Background: an optimization exercise with open tools, aiming at small area. Do not read the settings as production practice. In this exercise RTL edits were held to simulation tests only and were not proved equivalent to the original. No activity file was given, so power comes from the tool's default toggle rates.

== run A ==
==> flow/design.v (excerpt) <==
module debug_unit
(
	input  logic       clk,
	input  logic       reset,
	input  logic       rx_empty,
	input  logic [7:0] r_data,
	output logic       rd_uart,
	input  logic       tx_done_tick,
	output logic       wr_uart,
	output logic [7:0] w_data,
	input  dbg_pipe_pkg::word_t      pc_plus4,
	input  dbg_pipe_pkg::reg_file_t  regs,
	input  dbg_pipe_pkg::pipe_snap_t snap,
	output logic       ena_pip
);
Size in the first run: about 4300 cells after synthesis, roughly 1800 flip-flops, about 1900 I/O pins, about 0.058 mm2 of cells after synthesis.
export LEC_CHECK = 0
export CAP_MARGIN = 5
export CORE_AREA = 5 5 695 695
export DIE_AREA = 0 0 700 700
export SLEW_MARGIN = 5
create_clock -name core_clock -period 8.0 [get_ports {clk}]
standard.sh (not shown) runs the stock make flow with config.mk's settings and CLKGATE_MAP_FILE= SYNTH_SCRIPT=/design/flow/synth_recipe.tcl, a recipe that flattens the netlist after the stock synthesis.
==> flow/flow/run.sh <==
#!/bin/bash
# Standard layout (standard.sh, the standard flow's own synthesis and ORFS steps) with two changes:
# plain buf_1 cells as the port buffers, and a clock tree of clkbuf_8 leaf clusters
# without dummy loads.
set -euo pipefail
export BUFFER_PORTS_ARGS="-buffer_cell sky130_fd_sc_hd__buf_1"
export CTS_ARGS="-sink_clustering_enable -repair_clock_nets -dont_use_dummy_load -buf_list {sky130_fd_sc_hd__clkbuf_8} -sink_clustering_size 16 -sink_clustering_max_diameter 70"
bash standard.sh > standard.log 2>&1
### run A -> run B
==> flow/flow/run.sh <==
#!/bin/bash
# Standard layout (standard.sh, the standard flow's own synthesis and ORFS steps) with two changes:
# plain buf_1 cells as the port buffers, and a clock tree of clkbuf_8 leaf clusters
# without dummy loads.
set -euo pipefail
export BUFFER_PORTS_ARGS="-buffer_cell sky130_fd_sc_hd__buf_1"
export CTS_ARGS="-sink_clustering_enable -repair_clock_nets -dont_use_dummy_load -buf_list {sky130_fd_sc_hd__clkbuf_8} -sink_clustering_size 15 -sink_clustering_max_diameter 50"
bash standard.sh > standard.log 2>&1
-- flow/config.mk --
<<< run A, line 7
export LEC_CHECK = 0
export CAP_MARGIN = 5
export CORE_AREA = 5 5 695 695
export DIE_AREA = 0 0 700 700
export SLEW_MARGIN = 5
>>> run B, line 7
export LEC_CHECK = 0
export CAP_MARGIN = 20
export CORE_AREA = 5 5 695 695
export DIE_AREA = 0 0 700 700
export SLEW_MARGIN = 20
==> comparison <==
Run A has a lower total design power than run B. Per the comparison of run B with run A, wire length on met3 +1600 um, final design instance area without fill +0.84%.
--- input diff run B..run C ---
-- flow/config.mk --
<<< run B, line 10
export DIE_AREA = 0 0 700 700
export SLEW_MARGIN = 20
>>> run C, line 10
export DIE_AREA = 0 0 700 700
export PLACE_DENSITY = 0.4
export SLEW_MARGIN = 20
Findings:
Run C finished every step from synthesis to the final layout, and the layout passed the timing, design-rule and antenna checks.
Any difference in filler cell count in the final layout between run B and run C is small enough to ignore.
Between run B and run C, the growth of design area from synthesis to finish is lower for run B.
Of run B and run C, the higher time the final worst path needs with I/O delays and setup belongs to run B.
### run C -> run D
==> flow/flow/run.sh <==
#!/bin/bash
# Standard layout (standard.sh, the standard flow's own synthesis and ORFS steps) with two changes:
# plain buf_1 cells as the port buffers, and a clock tree of clkbuf_8 leaf clusters
# without dummy loads.
set -euo pipefail
export BUFFER_PORTS_ARGS="-buffer_cell sky130_fd_sc_hd__buf_1"
export CTS_ARGS="-sink_clustering_enable -repair_clock_nets -dont_use_dummy_load -buf_list {sky130_fd_sc_hd__clkbuf_8} -sink_clustering_size 15 -sink_clustering_max_diameter 70"
bash standard.sh > standard.log 2>&1
-- flow/config.mk --
<<< run C, line 7
export LEC_CHECK = 0
export CAP_MARGIN = 20
export CORE_AREA = 5 5 695 695
export DIE_AREA = 0 0 700 700
export PLACE_DENSITY = 0.4
export SLEW_MARGIN = 20
>>> run D, line 7
export LEC_CHECK = 0
export CAP_MARGIN = 10
export CORE_AREA = 5 5 695 695
export DIE_AREA = 0 0 700 700
export SLEW_MARGIN = 10
Notes after the runs:
- Compared with run C, non-filler instance count after layout in run D decreased slightly.
- Delta (run D minus run C): final critical delay including setup and external delays up 0.20 ns, upper clock frequency limit decreased 0.017 GHz.
- Cmp run C and run D / worst ir drop on vdd / lower: run C


Another version of the RTL of debug_unit (not shown whole).
Size in the first run: roughly 1900 flip-flops, roughly 0.058 mm2 of cells after synthesis.
## debug_unit
module debug_unit
(
	input  logic       clk,
	input  logic       reset,
	input  logic       rx_empty,
	input  logic [7:0] r_data,
	output logic       rd_uart,
	input  logic       tx_done_tick,
	output logic       wr_uart,
	output logic [7:0] w_data,
	input  dbg_pipe_pkg::word_t      pc_plus4,
	input  dbg_pipe_pkg::reg_file_t  regs,
	input  dbg_pipe_pkg::pipe_snap_t snap,
	output logic       ena_pip
);
clock: 8.0 ns
lec_check: 0
cap_margin: 20
core_area: 5 5 695 695
die_area: 0 0 700 700
slew_margin: 20
==> flow/flow/run.sh <==
#!/bin/bash
# Standard layout, with plain buf_1 cells as the port buffers.
set -euo pipefail
export BUFFER_PORTS_ARGS="-buffer_cell sky130_fd_sc_hd__buf_1"
bash standard.sh > standard.log 2>&1
Rerun with:
==> flow/run.sh (new file) <==
#!/bin/bash
# synth_recipe.tcl (not shown) runs the flow's synth.tcl, then flattens the netlist and writes it again
# the make line also repeats each setting of config.mk as NAME=value (left out here)
make -C /OpenROAD-flow-scripts/flow DESIGN_CONFIG=/design/flow/config.mk WORK_HOME=/design/flow/orfs CLKGATE_MAP_FILE= SYNTH_SCRIPT=/design/flow/synth_recipe.tcl finish
removed: flow/flow/run.sh
removed: flow/standard.sh
Outcome:
- The changed run completed without violations
- sequential power hardly moves
- final cell count barely changes
- routed wire length went up by a few percent
- count of clock-buffer cells in the layout went up by 9
- worst hold slack gets worse by 19 ps
- sequential share of layout area went down by 6.3 points

re-timing with driven ports:
Ports are ideal in the flow. The routed layouts listed here were re-timed in OpenROAD. Step 1 sets driving cells, clkbuf_16 on the clock port and buf_2 on the other inputs (assumed; they add their load-dependent delay and slew). Step 2 times the ports against the registers' clock, not the clock port: input delays grow and output delays shrink by t, the midpoint of the rising clock arrivals with the driver on. a / b / c = no drivers / after step 1 / after step 2; a / b = the first two.
run | t, ns | setup WS [ns] | worst register clock-pin slew, ns | cell pins on the clock port's net
run A | 0.977 | 4.500 / 4.408 / 4.940 | 0.10 / 0.10 | 1
run B | 1.015 | 4.531 / 4.438 / 4.864 | 0.10 / 0.10 | 1
run C | 1.036 | 4.713 / 4.622 / 4.774 | 0.10 / 0.10 | 1
run D | 0.984 | 4.515 / 4.424 / 4.889 | 0.10 / 0.10 | 1
the first run of note 2 | 0.944 | 4.574 / 4.479 / 4.681 | 0.07 / 0.07 | 1
the second run of note 2 | 0.942 | 4.579 / 4.490 / 4.515 | 0.07 / 0.07 | 1
After both steps every run listed still meets setup and hold. For the second run of note 2, which loses most, drivers alone change the setup slack by -0.089 ns; drivers and shift together by -0.064 ns.
